What follows belongs to an exercise in optimizing a design on an open flow for small area and a short achievable clock period; a production flow would make more cautious choices. The RTL was checked by simulation tests, not by an equivalence proof against the original design. No activity file was given, so power comes from the tool's default toggle rates.

==> flow/design.v (excerpt) <==
module sdfm_regmap
(
  input  logic                    SYSCLK,
  input  logic                    SYSRSTn,
  input  logic [16-1:0] addr,
  input  logic                    wr,
  input  logic                    rd,
  input  logic [32-1:0]  wdata,
  output logic [32-1:0]  rdata,    
  input  logic [63:0]             filt_data_out,
  input  logic [1:0]              filt_data_update,
  input  logic [63:0]             comp_data_out,
  input  logic [1:0]              comp_data_update,
  input  logic [1:0]              comp_data_low,
  input  logic [1:0]              comp_data_high,
  output logic                    reg_rsten,
  output logic                    reg_clken,
  output logic [15:0]             reg_filtdec,
  output logic [3:0]              reg_filtmode,
  output logic [7:0]              reg_filtdiv,
  output logic [1:0]              reg_filten,
  output logic [1:0]              reg_filtask,
  output logic [3:0]              reg_filtst,
  output logic [9:0]              reg_filtsh,
  output logic [15:0]             reg_compdec,
  output logic [3:0]              reg_compmode,
  output logic [7:0]              reg_compdiv,
  output logic [1:0]              reg_compen,
  output logic [1:0]              reg_compsen,
  output logic [3:0]              reg_compst,
  output logic [1:0]              reg_compilen,
  output logic [1:0]              reg_compihen,
  output logic [1:0]              reg_complclrflg,
  output logic [1:0]              reg_comphclrflg,
  output logic [63:0]             reg_compltrd,
  output logic [63:0]             reg_comphtrd,
  output logic                    irq
);
  logic       dev_ok;
  logic [5:0] widx;
  logic [16:0] sel;      
  logic [16:0] wsel;     
  assign dev_ok = (addr[15:8] == 8'h07) && (addr[1:0] == 2'b00);
  assign widx   = addr[7:2];
  always_comb
    for (int k = 0; k < 17; k++)
      sel[k] = (widx == k[5:0]);
  assign wsel = (wr && dev_ok) ? sel : '0;
  logic [16:0] ws, wh;
  assign ws = SYSRSTn ? wsel  : '0;
  assign wh = SYSRSTn ? ~wsel : '0;
  ...
Size: ~350 flip-flops, ~440 I/O pins, ~13000 sq um of cells after synthesis.
Settings: LEC_CHECK=0, CAP_MARGIN=20, CORE_MARGIN=2, CORE_UTILIZATION=65, PLACE_DENSITY=0.75, SETUP_SLACK_MARGIN=3.5, SLEW_MARGIN=20, SYNTH_HIERARCHICAL=1; clock period 8.0 ns.
standard.sh (not shown) runs the stock make flow with config.mk's settings and CLKGATE_MAP_FILE= SYNTH_SCRIPT=/design/flow/synth_recipe.tcl, a recipe that flattens the netlist after the stock synthesis.
==> flow/flow/run.sh <==
#!/bin/bash
# standard layout with plain buf_1 port buffers and a lighter clock tree
set -euo pipefail
export BUFFER_PORTS_ARGS="-buffer_cell sky130_fd_sc_hd__buf_1"
export CTS_ARGS="-sink_clustering_enable -repair_clock_nets -dont_use_dummy_load -buf_list sky130_fd_sc_hd__clkbuf_8 -sink_clustering_size 16 -sink_clustering_max_diameter 50"
bash standard.sh > standard.log 2>&1
The first run completed without violations.
==> next run, changes <==
--- a/flow/config.mk
+++ b/flow/config.mk
@@ -8 +8 @@
-export CAP_MARGIN = 20
+export CAP_MARGIN = 30
@@ -10,4 +10,3 @@
-export CORE_UTILIZATION = 65
-export PLACE_DENSITY = 0.75
-export SETUP_SLACK_MARGIN = 3.5
-export SLEW_MARGIN = 20
+export CORE_UTILIZATION = 40
+export SETUP_SLACK_MARGIN = 3.3
+export SLEW_MARGIN = 40
=> The new run completed with no timing, DRC or antenna violations. Via count decreases by 9.1%. Clock power grows by about 20%. First-iteration DRC count fell by 42%. Synthesized area does not change. Synthesized cell count is unchanged. Utilization goes down by 33 points. Final area hardly moves.
==> next run, changes <==
--- a/flow/config.mk
+++ b/flow/config.mk
@@ -8 +8 @@
-export CAP_MARGIN = 30
+export CAP_MARGIN = 20
@@ -10 +10,2 @@
-export CORE_UTILIZATION = 40
+export CORE_UTILIZATION = 75
+export PLACE_DENSITY = 0.85
@@ -12 +13 @@
-export SLEW_MARGIN = 40
+export SLEW_MARGIN = 20
Now the flow stopped in global routing (5_1_grt) (GRT-0232).
Synthesized cell count does not change.
Area after synthesis is unchanged.
==> next run, changes <==
--- a/flow/config.mk
+++ b/flow/config.mk
@@ -10,2 +10 @@
-export CORE_UTILIZATION = 75
-export PLACE_DENSITY = 0.85
+export CORE_UTILIZATION = 40
=>
- With this change the flow passed the timing, DRC and antenna checks
- synthesized area is unchanged
- synthesized cell count is unchanged
==> next run, changes <==
--- a/flow/config.mk
+++ b/flow/config.mk
@@ -10 +10,2 @@
-export CORE_UTILIZATION = 40
+export CORE_UTILIZATION = 65
+export PLACE_DENSITY = 0.75
The new run finished clean.
Total power is lower by 5.1%.
Routed wire length is lower by 9.4%.
Core utilization is higher by 29 points.
Non-clock buffer count is lower by 14.
Via count is higher by 5.1%.
Setup slack degrades by 0.014 ns.
Final area is lower by 3.5%.
Critical path depth stays the same.
Clock power is lower by about 10%.
Hold slack improves by 0.011 ns.
Register-to-register slack stays flat.
==> next run, changes <==
--- a/flow/config.mk
+++ b/flow/config.mk
@@ -8 +8 @@
-export CAP_MARGIN = 20
+export CAP_MARGIN = 5
@@ -10,2 +10 @@
-export CORE_UTILIZATION = 65
-export PLACE_DENSITY = 0.75
+export CORE_UTILIZATION = 40
@@ -13 +12 @@
-export SLEW_MARGIN = 20
+export SLEW_MARGIN = 5
Utilization falls by 29 points.
Design area rises by 3.6%.
Critical path depth is unchanged.
Synthesized cell count is unchanged.
Clock skew rises by 0.037 ns.
Total power rises by 5.4%.
Worst hold slack got worse by 0.0071 ns.

* * *

build 83:
The RTL this note starts from:
==> flow/design.v <==
`timescale 1ns/100ps
package sdfm_pkg;
  typedef enum logic [3:0] {
    REG_NONE,     
    REG_IFLG,
    REG_IFLGCLR,
    REG_CTL,
    REG_DFPARM0,
    REG_DFPARM1,
    REG_CPARM0,
    REG_CPARM1,
    REG_CMPL0,
    REG_CMPL1,
    REG_CMPH0,
    REG_CMPH1,
    REG_FDATA0,
    REG_FDATA1,
    REG_CDATA0,
    REG_CDATA1
  } reg_id_e;
  typedef logic [15:0] reg_sel_t;  
  typedef logic [32-1:0] data_word_t;      
endpackage
`timescale 1ns/100ps
module sdfm_hreg #(parameter int W = 32)
(
  input  logic         SYSCLK,
  input  logic         s,
  input  logic         h,
  input  logic [W-1:0] d,
  output logic [W-1:0] q
);
  always_ff @(posedge SYSCLK)
    q <= ({W{s}} & d) | ({W{h}} & q);
endmodule
`timescale 1ns/100ps
module sdfm_regmap
(
  input  logic                    SYSCLK,
  input  logic                    SYSRSTn,
  input  logic [16-1:0] addr,
  input  logic                    wr,
  input  logic                    rd,
  input  logic [32-1:0]  wdata,
  output logic [32-1:0]  rdata,    
  input  logic [63:0]             filt_data_out,
  input  logic [1:0]              filt_data_update,
  input  logic [63:0]             comp_data_out,
  input  logic [1:0]              comp_data_update,
  input  logic [1:0]              comp_data_low,
  input  logic [1:0]              comp_data_high,
  output logic                    reg_rsten,
  output logic                    reg_clken,
  output logic [15:0]             reg_filtdec,
  output logic [3:0]              reg_filtmode,
  output logic [7:0]              reg_filtdiv,
  output logic [1:0]              reg_filten,
  output logic [1:0]              reg_filtask,
  output logic [3:0]              reg_filtst,
  output logic [9:0]              reg_filtsh,
  output logic [15:0]             reg_compdec,
  output logic [3:0]              reg_compmode,
  output logic [7:0]              reg_compdiv,
  output logic [1:0]              reg_compen,
  output logic [1:0]              reg_compsen,
  output logic [3:0]              reg_compst,
  output logic [1:0]              reg_compilen,
  output logic [1:0]              reg_compihen,
  output logic [1:0]              reg_complclrflg,
  output logic [1:0]              reg_comphclrflg,
  output logic [63:0]             reg_compltrd,
  output logic [63:0]             reg_comphtrd,
  output logic                    irq
);
  logic       dev_ok;
  logic [5:0] widx;
  logic [16:0] sel;      
  logic [16:0] wsel;     
  logic        rq;       
  assign dev_ok = (addr[15:8] == 8'h07) && (addr[1:0] == 2'b00);
  assign widx   = addr[7:2];
  always_comb
    for (int k = 0; k < 17; k++)
      sel[k] = (widx == k[5:0]);
  assign wsel = (wr && dev_ok) ? sel : '0;
  assign rq   = rd && dev_ok;
  logic [16:0] ws, wh;
  assign ws = SYSRSTn ? wsel  : '0;
  assign wh = SYSRSTn ? ~wsel : '0;
  logic        mien;
  logic [63:0] fdata, cdata;
  logic [1:0]  fs, fh, cs, ch;
  assign fs = SYSRSTn ? filt_data_update  : 2'b00;
  assign fh = SYSRSTn ? ~filt_data_update : 2'b00;
  assign cs = SYSRSTn ? comp_data_update  : 2'b00;
  assign ch = SYSRSTn ? ~comp_data_update : 2'b00;
  sdfm_hreg #(3) u_ctl (.SYSCLK, .s(ws[2]), .h(wh[2]), .d({wdata[4], wdata[1:0]}),
                        .q({mien, reg_clken, reg_rsten}));
  for (genvar i = 0; i < 2; i++)
  begin : g_ch
    sdfm_hreg #(23) u_dfparm (.SYSCLK, .s(ws[3+i]), .h(wh[3+i]),
      .d({wdata[28:24], wdata[21:20], wdata[17], wdata[16], wdata[15:12], wdata[9:8], wdata[7:0]}),
      .q({reg_filtsh[i*5 +: 5], reg_filtst[i*2 +: 2], reg_filtask[i], reg_filten[i],
          reg_filtdiv[i*4 +: 4], reg_filtmode[i*2 +: 2], reg_filtdec[i*8 +: 8]}));
    sdfm_hreg #(22) u_cparm (.SYSCLK, .s(ws[5+i]), .h(wh[5+i]),
      .d({wdata[29], wdata[28], wdata[25], wdata[24], wdata[21:20], wdata[17], wdata[16],
          wdata[15:12], wdata[9:8], wdata[7:0]}),
      .q({reg_comphclrflg[i], reg_complclrflg[i], reg_compihen[i], reg_compilen[i],
          reg_compst[i*2 +: 2], reg_compsen[i], reg_compen[i], reg_compdiv[i*4 +: 4],
          reg_compmode[i*2 +: 2], reg_compdec[i*8 +: 8]}));
    sdfm_hreg #(32) u_cmpl (.SYSCLK, .s(ws[7+i]), .h(wh[7+i]), .d(wdata), .q(reg_compltrd[i*32 +: 32]));
    sdfm_hreg #(32) u_cmph (.SYSCLK, .s(ws[9+i]), .h(wh[9+i]), .d(wdata), .q(reg_comphtrd[i*32 +: 32]));
    sdfm_hreg #(32) u_fdata (.SYSCLK, .s(fs[i]), .h(fh[i]), .d(filt_data_out[i*32 +: 32]), .q(fdata[i*32 +: 32]));
    sdfm_hreg #(32) u_cdata (.SYSCLK, .s(cs[i]), .h(ch[i]), .d(comp_data_out[i*32 +: 32]), .q(cdata[i*32 +: 32]));
  end
  logic [1:0] flg_lf, flg_hf;
  logic       clr_wr;
  assign clr_wr = wsel[1];
  always_ff @(posedge SYSCLK)
  begin
    if (!SYSRSTn)
    begin
      flg_lf <= '0;
      flg_hf <= '0;
      irq    <= 1'b0;
    end
    else
    begin
      for (int i = 0; i < 2; i++)
      begin
        if (comp_data_update[i] && reg_complclrflg[i])
          flg_lf[i] <= comp_data_low[i];
        else if (comp_data_update[i] && comp_data_low[i])
          flg_lf[i] <= 1'b1;
        else if (clr_wr && wdata[8 + i])
          flg_lf[i] <= 1'b0;
        if (comp_data_update[i] && reg_comphclrflg[i])
          flg_hf[i] <= comp_data_high[i];
        else if (comp_data_update[i] && comp_data_high[i])
          flg_hf[i] <= 1'b1;
        else if (clr_wr && wdata[12 + i])
          flg_hf[i] <= 1'b0;
      end
      if (mien && |((reg_compilen & flg_lf) | (reg_compihen & flg_hf)))
        irq <= 1'b1;
      else if (clr_wr && wdata[31])
        irq <= 1'b0;
    end
  end
  logic [31:0] rmux;
  always_comb
  begin
    rmux = '0;
    rmux |= {32{sel[0]}} & {irq, 17'b0, flg_hf, 2'b0, flg_lf, 8'b0};
    rmux |= {32{sel[2]}} & {27'b0, mien, 2'b0, reg_clken, reg_rsten};
    for (int i = 0; i < 2; i++)
    begin
      rmux |= {32{sel[3+i]}} & {3'b0, reg_filtsh[i*5 +: 5], 2'b0, reg_filtst[i*2 +: 2],
                                2'b0, reg_filtask[i], reg_filten[i], reg_filtdiv[i*4 +: 4],
                                2'b0, reg_filtmode[i*2 +: 2], reg_filtdec[i*8 +: 8]};
      rmux |= {32{sel[5+i]}} & {2'b0, reg_comphclrflg[i], reg_complclrflg[i], 2'b0,
                                reg_compihen[i], reg_compilen[i], 2'b0, reg_compst[i*2 +: 2],
                                2'b0, reg_compsen[i], reg_compen[i], reg_compdiv[i*4 +: 4],
                                2'b0, reg_compmode[i*2 +: 2], reg_compdec[i*8 +: 8]};
      rmux |= {32{sel[7+i]}}  & reg_compltrd[i*32 +: 32];
      rmux |= {32{sel[9+i]}}  & reg_comphtrd[i*32 +: 32];
      rmux |= {32{sel[13+i]}} & fdata[i*32 +: 32];
      rmux |= {32{sel[15+i]}} & cdata[i*32 +: 32];
    end
  end
  assign rdata = rq ? rmux : '0;
endmodule
clock: 8.0 ns
lec_check: 0
cap_margin: 30
core_margin: 2
core_utilization: 40
setup_slack_margin: 2.5
slew_margin: 40
synth_hierarchical: 1
run.sh (not shown) runs the stock make flow with config.mk's settings and CLKGATE_MAP_FILE= SYNTH_SCRIPT=/design/flow/synth_recipe.tcl, a recipe that flattens the netlist after the stock synthesis.
Stock flow here: none of the scripts above is used.
Edits applied to the flow inputs when going from build 83 to build 13:
# build 83
export LEC_CHECK = 0
export CAP_MARGIN = 30
export CORE_MARGIN = 2
export CORE_UTILIZATION = 40
export SETUP_SLACK_MARGIN = 2.5
export SLEW_MARGIN = 40
export SYNTH_HIERARCHICAL = 1
create_clock -name core_clock -period 8.0 [get_ports {SYSCLK}]
# build 13
export LEC_CHECK = 0
export CAP_MARGIN = 30
export CORE_MARGIN = 2
export CORE_UTILIZATION = 40
export SETUP_SLACK_MARGIN = 3.6
export SLEW_MARGIN = 40
export SYNTH_HIERARCHICAL = 1
create_clock -name core_clock -period 8.0 [get_ports {SYSCLK}]
==> flow/flow/run.sh (new file) <==
#!/bin/bash
# standard layout with plain buf_1 port buffers and a lighter clock tree
set -euo pipefail
export BUFFER_PORTS_ARGS="-buffer_cell sky130_fd_sc_hd__buf_1"
export CTS_ARGS="-sink_clustering_enable -repair_clock_nets -dont_use_dummy_load -buf_list sky130_fd_sc_hd__clkbuf_8 -sink_clustering_size 20 -sink_clustering_max_diameter 60"
bash standard.sh > standard.log 2>&1
==> flow/standard.sh (new file) <==
#!/bin/bash
# synth_recipe.tcl (not shown) runs the flow's synth.tcl, then flattens the netlist and writes it again
# the make line also repeats each setting of config.mk as NAME=value (left out here)
make -C /OpenROAD-flow-scripts/flow DESIGN_CONFIG=/design/flow/config.mk WORK_HOME=/design/flow/orfs CLKGATE_MAP_FILE= SYNTH_SCRIPT=/design/flow/synth_recipe.tcl "${@:-finish}"
removed: flow/run.sh
- Per the comparison of build 13 with build 83, clock buffer count in the final layout shrank by about 50%, area of the multi-input gates grew by 230 um^2, sequential group power held steady, power after layout shrank by about 22%, cell internal power dissipation shrank by about 25%.
- Build 13 — number of cells on the critical path 1 higher, build 83 as reference
- buf_1 as the commonest non-fill, non-tap cell in the layout was reported by build 13, and clkdlybuf4s50_1 by build 83.
Changes in build 60 relative to build 13:
==> flow/flow/run.sh <==
#!/bin/bash
# standard layout, with plain buffers on the ports instead of the default delay buffers
set -euo pipefail
export BUFFER_PORTS_ARGS="-buffer_cell sky130_fd_sc_hd__buf_2"
bash standard.sh > standard.log 2>&1
==> comparison <==
- For the number of clock buffer instances in the layout, build 60 came in about 90% higher than build 13 did.
- Build 60 reports a lower share of the final layout cell area in multi-input gates than build 13 does.
- | logic gate share of total power | build 60 vs build 13 | 1.6 points lower |
- Build 60 ends up with a number of gates resized after CTS that is about 26% higher than in build 13.
- Build 13 consumes less power than build 60.
For build 73, these inputs were changed with respect to build 60:
# build 60
export LEC_CHECK = 0
export CAP_MARGIN = 30
export CORE_MARGIN = 2
export CORE_UTILIZATION = 40
export SETUP_SLACK_MARGIN = 3.6
export SLEW_MARGIN = 40
export SYNTH_HIERARCHICAL = 1
create_clock -name core_clock -period 8.0 [get_ports {SYSCLK}]
# build 73
export LEC_CHECK = 0
export CAP_MARGIN = 30
export CORE_MARGIN = 2
export CORE_UTILIZATION = 40
export SETUP_SLACK_MARGIN = 3.0
export SLEW_MARGIN = 40
export SYNTH_HIERARCHICAL = 1
create_clock -name core_clock -period 8.0 [get_ports {SYSCLK}]
==> flow/flow/run.sh <==
#!/bin/bash
# standard layout with plain buf_1 port buffers and a lighter clock tree
set -euo pipefail
export BUFFER_PORTS_ARGS="-buffer_cell sky130_fd_sc_hd__buf_1"
export CTS_ARGS="-sink_clustering_enable -repair_clock_nets -dont_use_dummy_load -buf_list sky130_fd_sc_hd__clkbuf_8 -sink_clustering_size 20 -sink_clustering_max_diameter 60"
bash standard.sh > standard.log 2>&1
[summary]
- Global-route usage (build 73 over build 60): decrease, 1.9 points
- Build 73 against build 60: total power -about 24%, standard cell area after detailed placement saw a decrease, number of antenna violations at the first check in global routing shows a reduction of 4, filler cell count rose by about 12%.

[separate check: timing with driven ports]
No port has a modelled driver above. Below, the same layouts with a new extraction and two added sets of constraints. Step 1 sets driving cells, clkbuf_16 on the clock port and buf_2 on the other inputs (assumed; they add their load-dependent delay and slew). Step 2 adds t to the input delays and takes it off the output delays; t is the mean of the earliest and latest rising clock arrival at the registers after step 1. Input paths then give back, and output paths get back, about the clock's delay inside the block. Three values: no drivers, after step 1, after step 2; two values: the first two.
run	t, ns	setup WS [ns]	worst setup path at the end
the first run of note 1	0.643	3.371 / 3.235 / 3.235	input to output
the second run of note 1	0.588	3.308 / 3.256 / 3.256	input to output
the fourth run of note 1	0.611	3.302 / 3.213 / 3.213	input to output
the fifth run of note 1	0.643	3.287 / 3.228 / 3.228	input to output
the sixth run of note 1	0.615	3.313 / 3.242 / 3.242	input to output
build 83	0.587	2.492 / 2.437 / 2.437	input to output
build 13	0.658	3.035 / 2.920 / 2.920	input to output
build 60	0.577	3.071 / 2.941 / 2.941	input to output
build 73	0.644	2.965 / 2.849 / 2.849	input to output
After both steps setup and hold are still met in every run listed. The setup slack of the first run of note 1, which loses most, moves by -0.136 ns with the drivers and by -0.136 ns with both steps.
